Background: an optimization exercise with open tools, aiming at small area. Do not read the settings as production practice.
Where RTL was checked, it was by simulation tests only, not by an equivalence proof against the original.
Power and IR drop assume default switching activity.

==> inputs of maple <==
==> flow/design.v (excerpt) <==
module band_filter_sequencer
#(
  parameter int  FREQ_W        = 32,
  parameter int  NUM_BANDS     = 8,
  parameter int  BREAK_CYCLES  = 4,
  parameter int  SETTLE_CYCLES = 8,
  parameter int  HYST_HZ       = 10000,
  localparam int IDX_W         = $clog2(NUM_BANDS)
) (
  input  logic                 clock,
  input  logic                 reset,
  input  logic [FREQ_W-1:0]    frequency,
  input  logic                 freq_valid,
  input  logic                 tx,
  input  logic                 tbl_we,
  input  logic [IDX_W-1:0]     tbl_addr,
  input  logic [FREQ_W-1:0]    tbl_lo,
  input  logic [FREQ_W-1:0]    tbl_hi,
  input  logic                 tbl_en,
  output logic [NUM_BANDS-1:0] filt_sel,
  output logic                 mute,
  output logic                 busy
);
clock: 6.5 ns
lec_check: 0
cap_margin: 20
core_margin: 2
core_utilization: 40
slew_margin: 20
synth_hierarchical: 1
synth_minimum_keep_size: 0
run.sh (not shown) runs the stock make flow with config.mk's settings and CLKGATE_MAP_FILE= SYNTH_SCRIPT=/design/flow/synth_recipe.tcl, a recipe that flattens the netlist after the stock synthesis.
==> inputs of delta, as changes to maple <==
--- a/flow/design.v
+++ b/flow/design.v
@@ -45,19 +45,10 @@
   input  logic [N-1:0] s,
   output logic         y
 );
   assign y = |(d & s);
 endmodule
-module band_nmux #(
-  parameter int N = 7
-) (
-  input  logic [N-1:0] d,
-  input  logic [N-1:0] s,
-  output logic         ny
-);
-  assign ny = ~|(d & s);
-endmodule
 module band_add_bit #(
   parameter bit K = 1'b0
 ) (
   input  logic f,
   input  logic c,
@@ -65,26 +56,51 @@
   output logic co
 );
   assign s  = f ^ c ^ K;
   assign co = K ? (f | c) : (f & c);
 endmodule
+module band_inc_bit #(
+  parameter bit K = 1'b0
+) (
+  input  logic x,
+  input  logic p,
+  input  logic c,
+  output logic s,
+  output logic pn
+);
+  if (K) begin : g_one
+    assign pn = p | x;
+    assign s  = ~(x ^ (c | p));
+  end else begin : g_zero
+    assign pn = p & x;
+    assign s  = x ^ (c & p);
+  end
+endmodule
 module band_add_const #(
   parameter int           W   = 32,
   parameter logic [W-1:0] K   = 1,
-  localparam int          LSB = $clog2(K & -K)
+  parameter int           U   = W,
+  localparam int          LSB = $clog2(K & -K),
+  localparam bit          KU  = K[W-1]
 ) (
   input  logic [W-1:LSB] x,
   output logic [W-1:LSB] s,
   output logic           co
 );
-  logic [W:LSB+1] c;
+  logic [U:LSB+1] c;
+  logic [W:U+1]   p;
   assign s[LSB]   = ~x[LSB];
   assign c[LSB+1] = x[LSB];
-  for (genvar i = LSB + 1; i < W; i++) begin : g_bit
+  for (genvar i = LSB + 1; i < U; i++) begin : g_bit
     band_add_bit #(.K(K[i])) u_bit (.f(x[i]), .c(c[i]), .s(s[i]), .co(c[i+1]));
   end
-  assign co = c[W];
+  assign s[U]   = x[U] ^ c[U] ^ KU;
+  assign p[U+1] = x[U];
+  for (genvar i = U + 1; i < W; i++) begin : g_run
+    band_inc_bit #(.K(KU)) u_bit (.x(x[i]), .p(p[i]), .c(c[U]), .s(s[i]), .pn(p[i+1]));
+  end
+  assign co = KU ? (c[U] | p[W]) : (c[U] & p[W]);
 endmodule
 module band_dom #(
   parameter int W = 16
 ) (
   input  logic [W-1:0] a,
@@ -111,63 +127,58 @@
 module band_match
 #(
   parameter int  FREQ_W    = 32,
   parameter int  NUM_BANDS = 8,
   parameter int  HYST_HZ   = 10000,
-  parameter int  HIT_SPLIT = 32,
+  parameter int  HIT_SPLIT = 24,
   localparam int IDX_W     = $clog2(NUM_BANDS)
 ) (
-  input  logic [FREQ_W-1:0]                freq,
+  input  logic [FREQ_W-1:0]                nfreq,
   input  logic [NUM_BANDS-1:1][FREQ_W-1:0] lo,
   input  logic [NUM_BANDS-1:1][FREQ_W-1:0] hi,
   input  logic [NUM_BANDS-1:1]             en,
   input  logic [IDX_W-1:0]                 cur_band,
   output logic [NUM_BANDS-1:1]             hit,
   output logic                             hyst
 );
-  localparam logic [FREQ_W-1:0] HYST = FREQ_W'(HYST_HZ);
+  localparam logic [FREQ_W-1:0] HYST  = FREQ_W'(HYST_HZ);
+  localparam logic [FREQ_W-1:0] NHYST = -HYST;
   localparam int HLSB = $clog2(HYST & -HYST);
-  logic [FREQ_W-1:0]    nfreq;
+  localparam int HRUN = $clog2(HYST + 1);
   logic [NUM_BANDS-1:1] lo_gt, hi_gt;
-  assign nfreq = ~freq;
   for (genvar k = 1; k < NUM_BANDS; k++) begin : g_band
-    if (HIT_SPLIT < FREQ_W) begin : g_split
-      band_gt_split #(.W(FREQ_W), .L(HIT_SPLIT)) u_lo (.a(lo[k]), .nb(nfreq), .gt(lo_gt[k]));
-      band_gt_split #(.W(FREQ_W), .L(HIT_SPLIT)) u_hi (.a(hi[k]), .nb(nfreq), .gt(hi_gt[k]));
-    end else begin : g_ripple
-      band_gt #(.W(FREQ_W)) u_lo (.a(lo[k]), .nb(nfreq), .gt(lo_gt[k]));
-      band_gt #(.W(FREQ_W)) u_hi (.a(hi[k]), .nb(nfreq), .gt(hi_gt[k]));
-    end
+    band_gt_split #(.W(FREQ_W), .L(HIT_SPLIT)) u_lo (.a(lo[k]), .nb(nfreq), .gt(lo_gt[k]));
+    band_gt_split #(.W(FREQ_W), .L(HIT_SPLIT)) u_hi (.a(hi[k]), .nb(nfreq), .gt(hi_gt[k]));
     assign hit[k] = en[k] & ~lo_gt[k] & hi_gt[k];
   end
   logic [NUM_BANDS-1:1] cur_oh;
-  logic [FREQ_W-1:0]    ncur_lo, cur_hi;
-  logic [FREQ_W-1:0]    f_plus, nf_minus;
-  logic                 plus_co, f_lt_h, win_lo_ge, win_hi_gt;
+  logic [FREQ_W-1:0]    cur_lo, cur_hi;
+  logic [FREQ_W-1:0]    nf_plus, nf_minus;
+  logic                 plus_fits, f_lt_h, win_lo_gt, win_hi_gt;
   for (genvar k = 1; k < NUM_BANDS; k++) begin : g_cur
     assign cur_oh[k] = (cur_band == IDX_W'(k));
   end
   for (genvar i = 0; i < FREQ_W; i++) begin : g_mux
     logic [NUM_BANDS-1:1] lo_i, hi_i;
     for (genvar k = 1; k < NUM_BANDS; k++) begin : g_k
       assign lo_i[k] = lo[k][i];
       assign hi_i[k] = hi[k][i];
     end
-    band_nmux #(.N(NUM_BANDS - 1)) u_lo (.d(lo_i), .s(cur_oh), .ny(ncur_lo[i]));
-    band_mux  #(.N(NUM_BANDS - 1)) u_hi (.d(hi_i), .s(cur_oh), .y(cur_hi[i]));
-  end
-  assign f_plus[HLSB-1:0]   = freq[HLSB-1:0];
+    band_mux #(.N(NUM_BANDS - 1)) u_lo (.d(lo_i), .s(cur_oh), .y(cur_lo[i]));
+    band_mux #(.N(NUM_BANDS - 1)) u_hi (.d(hi_i), .s(cur_oh), .y(cur_hi[i]));
+  end
+  assign nf_plus[HLSB-1:0]  = nfreq[HLSB-1:0];
   assign nf_minus[HLSB-1:0] = nfreq[HLSB-1:0];
-  band_add_const #(.W(FREQ_W), .K(HYST)) u_plus (
-    .x(freq[FREQ_W-1:HLSB]), .s(f_plus[FREQ_W-1:HLSB]), .co(plus_co));
-  band_add_const #(.W(FREQ_W), .K(HYST)) u_minus (
+  band_add_const #(.W(FREQ_W), .K(NHYST), .U(HRUN)) u_plus (
+    .x(nfreq[FREQ_W-1:HLSB]), .s(nf_plus[FREQ_W-1:HLSB]), .co(plus_fits));
+  band_add_const #(.W(FREQ_W), .K(HYST), .U(HRUN)) u_minus (
     .x(nfreq[FREQ_W-1:HLSB]), .s(nf_minus[FREQ_W-1:HLSB]), .co(f_lt_h));
-  band_gt_split #(.W(FREQ_W), .GE(1'b1)) u_win_lo (.a(f_plus), .nb(ncur_lo),  .gt(win_lo_ge));
-  band_gt_split #(.W(FREQ_W))            u_win_hi (.a(cur_hi), .nb(nf_minus), .gt(win_hi_gt));
+  band_gt_split #(.W(FREQ_W)) u_win_lo (.a(cur_lo), .nb(nf_plus),  .gt(win_lo_gt));
+  band_gt_split #(.W(FREQ_W)) u_win_hi (.a(cur_hi), .nb(nf_minus), .gt(win_hi_gt));
   assign hyst = |(en & cur_oh)
-             && (plus_co || win_lo_ge)
-             && (freq != '1)
+             && !(plus_fits && win_lo_gt)
+             && (nfreq != '0)
              && (f_lt_h || win_hi_gt);
 endmodule
 module band_filter_sequencer
 #(
   parameter int  FREQ_W        = 32,
@@ -193,11 +204,11 @@
 );
   localparam int SEQ_MAX = SETTLE_CYCLES + BREAK_CYCLES;
   localparam int SEQ_W   = $clog2(SEQ_MAX + 1);
   localparam logic [SEQ_W-1:0] SEQ_BRK  = SEQ_W'(SEQ_MAX);
   localparam logic [SEQ_W-1:0] SEQ_LAST = SEQ_W'(SETTLE_CYCLES + 1);
-  logic [FREQ_W-1:0]                freq_q;
+  logic [FREQ_W-1:0]                nfreq_q;    
   logic [NUM_BANDS-1:1][FREQ_W-1:0] lo_q, hi_q;
   logic [NUM_BANDS-1:1]             en_q;
   logic [IDX_W-1:0]                 cur_q;
   logic [SEQ_W-1:0]                 seq_q;
   logic                             in_break;
@@ -207,11 +218,11 @@
   band_match #(
     .FREQ_W    (FREQ_W),
     .NUM_BANDS (NUM_BANDS),
     .HYST_HZ   (HYST_HZ)
   ) u_match (
-    .freq     (freq_q),
+    .nfreq    (nfreq_q),
     .lo       (lo_q),
     .hi       (hi_q),
     .en       (en_q),
     .cur_band (cur_q),
     .hit      (hit),
@@ -231,22 +242,22 @@
     end
   end
   assign in_break = (seq_q > SEQ_W'(SETTLE_CYCLES));
   always_ff @(posedge clock) begin
     if (reset) begin
-      freq_q <= '0;
-      en_q   <= '0;
-      cur_q  <= '0;
-      seq_q  <= '0;
-      hit_q  <= '0;
-      hcur_q <= '0;
-      cand_q <= '0;
+      nfreq_q <= '1;
+      en_q    <= '0;
+      cur_q   <= '0;
+      seq_q   <= '0;
+      hit_q   <= '0;
+      hcur_q  <= '0;
+      cand_q  <= '0;
     end else begin
       hit_q  <= tx ? '0 : hit;
       hcur_q <= (hyst && !tx) ? cur_q : '0;
       cand_q <= (hcur_q != '0) ? hcur_q : prio;
-      if (freq_valid) freq_q <= frequency;
+      if (freq_valid) nfreq_q <= ~frequency;
       for (int k = 1; k < NUM_BANDS; k++)
         if (tbl_we && tbl_addr == IDX_W'(k)) en_q[k] <= tbl_en;
       if (in_break) begin
         seq_q <= seq_q - SEQ_W'(1);
         if (seq_q == SEQ_LAST) cur_q <= cand_q;
CTS_CLUSTER_DIAMETER = 150   (was unset)
CTS_CLUSTER_SIZE = 25   (was unset)
==> flow_summary.rst <==
.. list-table::
   :header-rows: 1

   * - Metric
     - Value
   * - Commonest cells after routing, fill and taps aside
     - sky130_fd_sc_hd__edfxtp_1, sky130_fd_sc_hd__a21oi_1, sky130_fd_sc_hd__nand2_1, sky130_fd_sc_hd__o22ai_1, sky130_fd_sc_hd__o21ai_2
   * - Outcome
     - finished clean
   * - Most used cell, CP
     - sky130_fd_sc_hd__ha_4
   * - H-tree Lvls
     - 2
   * - Critical-path cell with the highest stage delay
     - sky130_fd_sc_hd__dfxtp_2
   * - Reg-to-reg critical path endpoint
     - hcur_q[1]
   * - Cell leakage power
     - 9.815 nW
   * - Post-Synth XOR/XNOR Area
     - 0.1812%
   * - Routed vias
     - 20140
   * - Tot GR Track Use
     - between 20% and 30%
   * - CORE AREA
     - 60020 sq um
   * - Fraction of final layout cells with drive strength greater than 1
     - 15.53%
   * - Fraction of the core area covered by cells at the end of the flow
     - 49.52%
Source of the figures above: maple

==> flow_summary.rst <==
.. list-table::
   :header-rows: 1

   * - Metric
     - Value
   * - Fraction of the core area covered by cells at the end of the flow
     - between 40% and 50%
   * - Most used cell, CP
     - sky130_fd_sc_hd__o21ai_1
   * - Critical-path cell with the highest stage delay
     - sky130_fd_sc_hd__dfxtp_1
   * - Tot GR Track Use
     - 23.83%
   * - Reg-to-reg critical path endpoint
     - hit_q[2]
   * - CORE AREA
     - around 62000 sq um
   * - Outcome
     - finished clean
   * - Routed vias
     - between 20000 and 25000
   * - H-tree Lvls
     - 1
   * - Cell leakage power
     - just over 9 nW
   * - Post-Synth XOR/XNOR Area
     - 1.445%
   * - Number of sequential cells
     - a little over 500
   * - Fraction of final layout cells with drive strength greater than 1
     - 5.366%
   * - Commonest cells after routing, fill and taps aside
     - sky130_fd_sc_hd__edfxtp_1, sky130_fd_sc_hd__nand2_1, sky130_fd_sc_hd__o22ai_1, sky130_fd_sc_hd__a21oi_1, sky130_fd_sc_hd__o21ai_1
Source of the figures above: delta

No functional check of the RTL was part of maple.

## separate check: timing with driven ports
How much do the figures lean on ideal ports? The routed layouts below were timed once more, with nothing changed but the port constraints. Step 1: set_driving_cell puts a clkbuf_16 on clock and a buf_2 on each other input, an assumption about the parent block. Step 2 times the ports against the registers' clock, not the clock port: input delays grow and output delays shrink by t, the midpoint of the rising clock arrivals with the driver on. Slacks: no drivers / after step 1 / after step 2; pairs: no drivers / after step 1.
run | shift t [ns] | slack for setup (ns) | hold slack, ns | worst setup path at the end | pins driven straight from the clock port
maple | 0.673 | 0.258 / 0.258 / 0.258 | 0.515 / 0.515 / 0.515 | register to register | 1
delta | 0.639 | 0.639 / 0.639 / 0.639 | 0.504 / 0.504 / 0.504 | register to register | 1
After both steps setup and hold are still met in every run listed.
